What follows belongs to an exercise in optimizing a design on an open flow for small area, a short achievable clock period and few clock cycles; a production flow would make more cautious choices. In this exercise RTL edits were held to simulation tests only and were not proved equivalent to the original. Power and IR drop assume default switching activity.

## indigo
==> flow/design.v (excerpt) <==
module prog_mem (
  input  logic        clk,
  input  logic        reset,
  input  logic        ld_start,
  input  logic        ld_valid,
  input  logic [15:0] ld_data,
  input  logic        ld_last,
  output logic        ld_ready,
  input  logic [6:0]  cpu_addr,
  output logic [15:0] cpu_data,
  output logic        cpu_reset,
  output logic        loaded,
  output logic        err,
  output logic [6:0]  wr_ptr
);
  logic       loading_q;
  logic       loaded_q;
  logic       err_q;
  logic [6:0] wr_ptr_q;
  logic       take;
  logic       done;
  logic [127:0][15:0] mem_q;
  logic [127:0][15:0] mem_d;
  logic [127:0]       wsel;
  logic [127:0]       rsel;
  logic [7:0]         rlo_n;   
  logic [15:0]        rhi_n;   
  assign take = loading_q && ld_valid && !ld_start;
  assign done = ld_last || (wr_ptr_q == 7'd127);
  always_ff @(posedge clk or posedge reset) begin
    if (reset) begin
      loading_q <= 1'b0;
      loaded_q  <= 1'b0;
      err_q     <= 1'b0;
      wr_ptr_q  <= 7'd0;
    end else if (ld_start) begin
      loading_q <= 1'b1;
      loaded_q  <= 1'b0;
      err_q     <= 1'b0;
      wr_ptr_q  <= 7'd0;
    end else if (take) begin
      wr_ptr_q <= wr_ptr_q + 7'd1;
      if (done) begin
        loading_q <= 1'b0;
        loaded_q  <= 1'b1;
        err_q     <= !ld_last;
      end
    end
  end
  for (genvar r = 0; r < 128; r++) begin : g_wsel
    assign wsel[r] = take && (wr_ptr_q == 7'(r));
  end
  for (genvar i = 0; i < 8; i++) begin : g_rlo
    assign rlo_n[i] = cpu_addr[2:0] != 3'(i);
  end
  for (genvar i = 0; i < 16; i++) begin : g_rhi
    assign rhi_n[i] = !loaded_q || (cpu_addr[6:3] != 4'(i));
  end
  prog_mem_store u_store (.q(mem_q), .keep(!ld_start), .we(wsel), .d(ld_data), .nxt(mem_d));
  always_ff @(posedge clk) begin
    mem_q <= mem_d;
  end
  prog_mem_rsel u_rsel (.lo_n(rlo_n), .hi_n(rhi_n), .sel(rsel));
  ...
Size in the first run: about 5900 cells after synthesis, ~0.073 mm^2 of cells after synthesis.
clock: 8.0 ns
lec_check: 0
abc_area: 1
abc_clock_period_in_ps: 5000
cap_margin: 20
core_margin: 2
core_utilization: 65
setup_slack_margin: 4.0
slew_margin: 20
synth_hierarchical: 1
standard.sh (not shown) runs the stock make flow with config.mk's settings and CLKGATE_MAP_FILE= SYNTH_SCRIPT=/design/flow/synth_recipe.tcl, a recipe that flattens the netlist after the stock synthesis.
==> flow/flow/run.sh <==
#!/bin/bash
# Own flow: the standard layout with two changes. Synthesis: flow/map_cells.tcl, inserted into
# synth_recipe.tcl after ORFS's synthesis, replaces the RTL's gate-level blocks by the
# standard-cell netlists of flow/cells.v. Floorplan: flow/io.tcl (ORFS's IO_CONSTRAINTS) puts the
# address and data pins on opposite edges. Everything else, including the registers and their
# names, is the standard flow. Its output goes to own_flow.log; ORFS's per-step logs to orfs/logs.
set -euo pipefail
W=$PWD
sed -e "s#@FLOW@#$W/flow#g" "$W/flow/map_cells.tcl" > "$W/map_cells.tcl"
sed -e "/^source .*synth.tcl/r $W/map_cells.tcl" "$W/synth_recipe.tcl" > "$W/own_synth.tcl"
grep -q "cells.v" "$W/own_synth.tcl"
sed -e "s#$W/synth_recipe.tcl#$W/own_synth.tcl IO_CONSTRAINTS=$W/flow/io.tcl#g" "$W/standard.sh" > "$W/own_standard.sh"
grep -q own_synth.tcl "$W/own_standard.sh"
bash "$W/own_standard.sh" > "$W/own_flow.log" 2>&1
==> flow/flow/cells.v <==
// Standard-cell netlists of the RTL's gate-level blocks, read by map_cells.tcl in place of the
// RTL modules of the same names and ports (the layout is proved equivalent to the RTL).

// Next state of each stored bit: (q & keep) | (d & we), one a22o per bit.
module prog_mem_store (
  input  [2047:0] q,
  input           keep,
  input  [127:0]  we,
  input  [15:0]   d,
  output [2047:0] nxt
);
  genvar r, b;
  generate
    for (r = 0; r < 128; r = r + 1) begin : g_row
      for (b = 0; b < 16; b = b + 1) begin : g_bit
        sky130_fd_sc_hd__a22o_1 u_nxt (
          .A1(q[16*r+b]), .A2(keep), .B1(d[b]), .B2(we[r]), .X(nxt[16*r+b])
        );
      end
    end
  endgenerate
endmodule

// One-hot read select: a nor2 of the two active-low predecoded address halves.
module prog_mem_rsel (
  input  [7:0]   lo_n,
  input  [15:0]  hi_n,
  output [127:0] sel
);
  genvar r;
  generate
    for (r = 0; r < 128; r = r + 1) begin : g_sel
      sky130_fd_sc_hd__nor2_1 u_sel (.A(lo_n[r % 8]), .B(hi_n[r / 8]), .Y(sel[r]));
    end
  endgenerate
endmodule

// One output bit: 64 a22oi (two selected bits each, inverted), then 16 nand4, 4 nor4 and a
// final nand4.
module prog_mem_rcol (
  input  [127:0] bits,
  input  [127:0] sel,
  output         y
);
  wire [63:0] t_n;
  wire [15:0] u;
  wire [3:0]  v_n;
  genvar g;
  generate
    for (g = 0; g < 64; g = g + 1) begin : g_ao
      sky130_fd_sc_hd__a22oi_1 u_ao (
        .A1(bits[2*g]), .A2(sel[2*g]), .B1(bits[2*g+1]), .B2(sel[2*g+1]), .Y(t_n[g])
      );
    end
    for (g = 0; g < 16; g = g + 1) begin : g_na
      sky130_fd_sc_hd__nand4_2 u_na (
        .A(t_n[4*g]), .B(t_n[4*g+1]), .C(t_n[4*g+2]), .D(t_n[4*g+3]), .Y(u[g])
      );
    end
    for (g = 0; g < 4; g = g + 1) begin : g_no
      sky130_fd_sc_hd__nor4_2 u_no (
        .A(u[4*g]), .B(u[4*g+1]), .C(u[4*g+2]), .D(u[4*g+3]), .Y(v_n[g])
      );
    end
  endgenerate
  sky130_fd_sc_hd__nand4_1 u_out (.A(v_n[0]), .B(v_n[1]), .C(v_n[2]), .D(v_n[3]), .Y(y));
endmodule
==> flow/flow/io.tcl <==
# Pin placement for the read path, sourced by ORFS's floorplan (IO_CONSTRAINTS): the address
# pins on the middle of the left edge and the data pins on the middle of the right edge, so a
# read crosses the die once instead of out and back. Other pins are placed freely.
set die [[ord::get_db_block] getDieArea]
set dbu [[ord::get_db_block] getDbUnitsPerMicron]
set h [expr {double([$die dy]) / $dbu}]
set lo [expr {int($h * 0.3)}]
set hi [expr {int($h * 0.7)}]
set addr {}
set data {}
for {set i 0} {$i < 7} {incr i} { lappend addr "cpu_addr\[$i\]" }
for {set i 0} {$i < 16} {incr i} { lappend data "cpu_data\[$i\]" }
set_io_pin_constraint -pin_names $addr -region "left:$lo-$hi"
set_io_pin_constraint -pin_names $data -region "right:$lo-$hi"
Other scripts of this flow, unchanged in this note and not shown: flow/flow/map_cells.tcl
indigo finished every step from synthesis to the final layout, and the layout passed the timing, DRC and antenna checks.
Testbench counts of indigo, summed over its fixed seeds: cycles 16,575.
For zinc, these inputs were changed with respect to indigo:
==> flow/flow/run.sh <==
#!/bin/bash
# Own flow: the standard layout, with one change to synthesis (flow/map_cells.tcl inserted into
# synth_recipe.tcl after ORFS's synthesis): the RTL's gate-level blocks become the standard-cell
# netlists of flow/cells.v. Everything else, including the registers and their names, is the
# standard flow. The whole flow's output goes to own_flow.log; ORFS's per-step logs to orfs/logs.
set -euo pipefail
W=$PWD
sed -e "s#@FLOW@#$W/flow#g" "$W/flow/map_cells.tcl" > "$W/map_cells.tcl"
sed -e "/^source .*synth.tcl/r $W/map_cells.tcl" "$W/synth_recipe.tcl" > "$W/own_synth.tcl"
grep -q "cells.v" "$W/own_synth.tcl"
sed -e "s#$W/synth_recipe.tcl#$W/own_synth.tcl#g" "$W/standard.sh" > "$W/own_standard.sh"
grep -q own_synth.tcl "$W/own_standard.sh"
bash "$W/own_standard.sh" > "$W/own_flow.log" 2>&1
-- flow/flow/cells.v --
<<< indigo, line 55
    for (g = 0; g < 16; g = g + 1) begin : g_na
      sky130_fd_sc_hd__nand4_2 u_na (
        .A(t_n[4*g]), .B(t_n[4*g+1]), .C(t_n[4*g+2]), .D(t_n[4*g+3]), .Y(u[g])
>>> zinc, line 55
    for (g = 0; g < 16; g = g + 1) begin : g_na
      sky130_fd_sc_hd__nand4_1 u_na (
        .A(t_n[4*g]), .B(t_n[4*g+1]), .C(t_n[4*g+2]), .D(t_n[4*g+3]), .Y(u[g])
<<< indigo, line 60
    for (g = 0; g < 4; g = g + 1) begin : g_no
      sky130_fd_sc_hd__nor4_2 u_no (
        .A(u[4*g]), .B(u[4*g+1]), .C(u[4*g+2]), .D(u[4*g+3]), .Y(v_n[g])
>>> zinc, line 60
    for (g = 0; g < 4; g = g + 1) begin : g_no
      sky130_fd_sc_hd__nor4_1 u_no (
        .A(u[4*g]), .B(u[4*g+1]), .C(u[4*g+2]), .D(u[4*g+3]), .Y(v_n[g])
removed: flow/flow/io.tcl
==> results.txt <==
Detailed placement HPWL delta (indigo -> zinc): insignificant. Summary of zinc over indigo: synthesized area went down 2.7%; routed wire length went down 0.35%; non-clock buffer count went up 118. In zinc the final standard cell utilization of the core turned out 0.19 points higher than in indigo. Between zinc and indigo, the difference in first-pass GRT wire length is negligible.
Input changes introduced in willow (baseline for comparison: zinc):
- swapping 4.0 for 2.5 in SETUP_SLACK_MARGIN
- swapping 20 for 10 in SLEW_MARGIN
- swapping 65 for 60 in CORE_UTILIZATION
- putting CTS_BUF_LIST at sky130_fd_sc_hd__clkbuf_16 where nothing was set
- putting CTS_CLUSTER_SIZE at 25 where nothing was set
- swapping 20 for 10 in CAP_MARGIN
- putting CTS_CLUSTER_DIAMETER at 100 where nothing was set
-- flow/flow/cells.v --
<<< zinc, line 37

// One output bit: 64 a22oi (two selected bits each, inverted), then 16 nand4, 4 nor4 and a
// final nand4.
module prog_mem_rcol (
>>> willow, line 37

// One output bit: 64 a22oi (two selected bits each, inverted), then a tree of two-input gates
// (nand2, nor2, nand2, nor2, nand2) and a final or2.
module prog_mem_rcol (
<<< zinc, line 44
);
  wire [63:0] t_n;
  wire [15:0] u;
  wire [3:0]  v_n;
  genvar g;
  generate
    for (g = 0; g < 64; g = g + 1) begin : g_ao
      sky130_fd_sc_hd__a22oi_1 u_ao (
        .A1(bits[2*g]), .A2(sel[2*g]), .B1(bits[2*g+1]), .B2(sel[2*g+1]), .Y(t_n[g])
      );
    end
    for (g = 0; g < 16; g = g + 1) begin : g_na
      sky130_fd_sc_hd__nand4_1 u_na (
        .A(t_n[4*g]), .B(t_n[4*g+1]), .C(t_n[4*g+2]), .D(t_n[4*g+3]), .Y(u[g])
      );
    end
    for (g = 0; g < 4; g = g + 1) begin : g_no
      sky130_fd_sc_hd__nor4_1 u_no (
        .A(u[4*g]), .B(u[4*g+1]), .C(u[4*g+2]), .D(u[4*g+3]), .Y(v_n[g])
      );
    end
  endgenerate
  sky130_fd_sc_hd__nand4_1 u_out (.A(v_n[0]), .B(v_n[1]), .C(v_n[2]), .D(v_n[3]), .Y(y));
endmodule
>>> willow, line 44
);
  wire [63:0] l1_n;  // inverted OR of 2 bits
  wire [31:0] l2;    // OR of 4
  wire [15:0] l3_n;  // inverted OR of 8
  wire [7:0]  l4;    // OR of 16
  wire [3:0]  l5_n;  // inverted OR of 32
  wire [1:0]  l6;    // OR of 64
  genvar g;
  generate
    for (g = 0; g < 64; g = g + 1) begin : g_l1
      sky130_fd_sc_hd__a22oi_1 u (
        .A1(bits[2*g]), .A2(sel[2*g]), .B1(bits[2*g+1]), .B2(sel[2*g+1]), .Y(l1_n[g])
      );
    end
    for (g = 0; g < 32; g = g + 1) begin : g_l2
      sky130_fd_sc_hd__nand2_1 u (.A(l1_n[2*g]), .B(l1_n[2*g+1]), .Y(l2[g]));
    end
    for (g = 0; g < 16; g = g + 1) begin : g_l3
      sky130_fd_sc_hd__nor2_1 u (.A(l2[2*g]), .B(l2[2*g+1]), .Y(l3_n[g]));
    end
    for (g = 0; g < 8; g = g + 1) begin : g_l4
      sky130_fd_sc_hd__nand2_1 u (.A(l3_n[2*g]), .B(l3_n[2*g+1]), .Y(l4[g]));
    end
    for (g = 0; g < 4; g = g + 1) begin : g_l5
      sky130_fd_sc_hd__nor2_2 u (.A(l4[2*g]), .B(l4[2*g+1]), .Y(l5_n[g]));
    end
    for (g = 0; g < 2; g = g + 1) begin : g_l6
      sky130_fd_sc_hd__nand2_2 u (.A(l5_n[2*g]), .B(l5_n[2*g+1]), .Y(l6[g]));
    end
  endgenerate
  sky130_fd_sc_hd__or2_2 u_out (.A(l6[0]), .B(l6[1]), .X(y));
endmodule
## What came out
willow: all stages complete, timing, DRC and antenna checks passed. Final critical-path share of the clock period sits lower in willow than in zinc. Taking zinc as the reference, in willow wire length after detailed routing has decreased, worst slew slack as a fraction of its limit has increased, number of core rows has increased, via count has decreased, combinational cell fraction of total power has increased. Side by side, initial antenna violation count turned out lower in willow than in zinc. Compared with zinc, willow shows a share of cells above drive strength 1 that is 2.1 points lower. Comparing power per unit of standard cell area for willow and zinc, the bigger number came from zinc.
Here is what was changed in the inputs of sierra compared with willow.
- changing CTS_CLUSTER_SIZE from 25 to 30
- changing CTS_CLUSTER_DIAMETER from 100 to 70
### Flow results
- Re final RePlAce weighted congestion: no difference whatsoever between sierra and willow.
- Between willow and sierra, maximum clock rate decreased.
- When sierra is set beside willow, its overall power of the completed layout turns out to be about 9% larger.
- Diff willow and sierra: detailed-route vias per instance lower in sierra
- | hold slack | sierra vs willow | ≈ equal |
- Worst IR drop on VDD delta for sierra relative to willow: about 11% higher
- sierra against willow: net switching component of the power went up 720 uW, final critical-path share of the clock period went up 0.51 points, detailed-routed wire length on met2 went up 0.93%, register-to-register slack held.
- sierra: area growth from synthesis to layout is 2.0 points higher than what willow reported.
Inputs modified between sierra and raven:
- changing CAP_MARGIN from 10 to 20
- changing SLEW_MARGIN from 10 to 20
- changing CTS_CLUSTER_SIZE from 30 to 25
- changing SETUP_SLACK_MARGIN from 2.5 to 3.5
- changing CTS_CLUSTER_DIAMETER from 70 to 100
- changing CORE_UTILIZATION from 60 to 66
-- flow/flow/cells.v --
<<< sierra, line 32
    for (r = 0; r < 128; r = r + 1) begin : g_sel
      sky130_fd_sc_hd__nor2_1 u_sel (.A(lo_n[r % 8]), .B(hi_n[r / 8]), .Y(sel[r]));
    end
>>> raven, line 32
    for (r = 0; r < 128; r = r + 1) begin : g_sel
      sky130_fd_sc_hd__nor2_2 u_sel (.A(lo_n[r % 8]), .B(hi_n[r / 8]), .Y(sel[r]));
    end
### Flow results
Compared with sierra, raven ends up with more cell area.
Die area in raven vs sierra: down 8.6%
Relative to sierra, raven degrades synthesized area.
As far as total wire length is concerned, raven and sierra perform about the same.
The core of raven is more densely filled than that of sierra.
NOTE power after layout sierra->raven decreased by a little under 10%

-- re-timing with driven ports --
In the flow no input, the clock included, has a driving cell. The finished layouts below were timed again as built, in two steps.
Step 1 (the two cells are an assumption about what drives the block):
set clk [get_ports {clk}]
set_driving_cell -lib_cell sky130_fd_sc_hd__clkbuf_16 $clk
set_driving_cell -lib_cell sky130_fd_sc_hd__buf_2 [delete_from_list [all_inputs] $clk]
Step 2, shift: input delay + t, output delay - t, t = (earliest + latest rising clock arrival at the registers) / 2. This alone moves slack from input paths to output paths.
Three values: ideal, step 1, step 2; two values: the first two.
run	t, ns	setup slack, ns	latest minus earliest clock arrival (ns)	worst register clock-pin slew, ns
indigo	0.887	1.931 / 1.866 / 1.866	0.035 / 0.035	0.07 / 0.07
zinc	0.876	1.958 / 1.890 / 1.890	0.024 / 0.024	0.07 / 0.07
willow	0.803	2.436 / 2.321 / 2.321	0.029 / 0.028	0.10 / 0.10
sierra	0.841	2.395 / 2.284 / 2.284	0.041 / 0.040	0.12 / 0.12
raven	0.792	2.380 / 2.273 / 2.273	0.032 / 0.031	0.11 / 0.11
After both steps every run listed still meets setup and hold. The setup slack of willow, which loses most, moves by -0.115 ns with the drivers and by -0.115 ns with both steps.
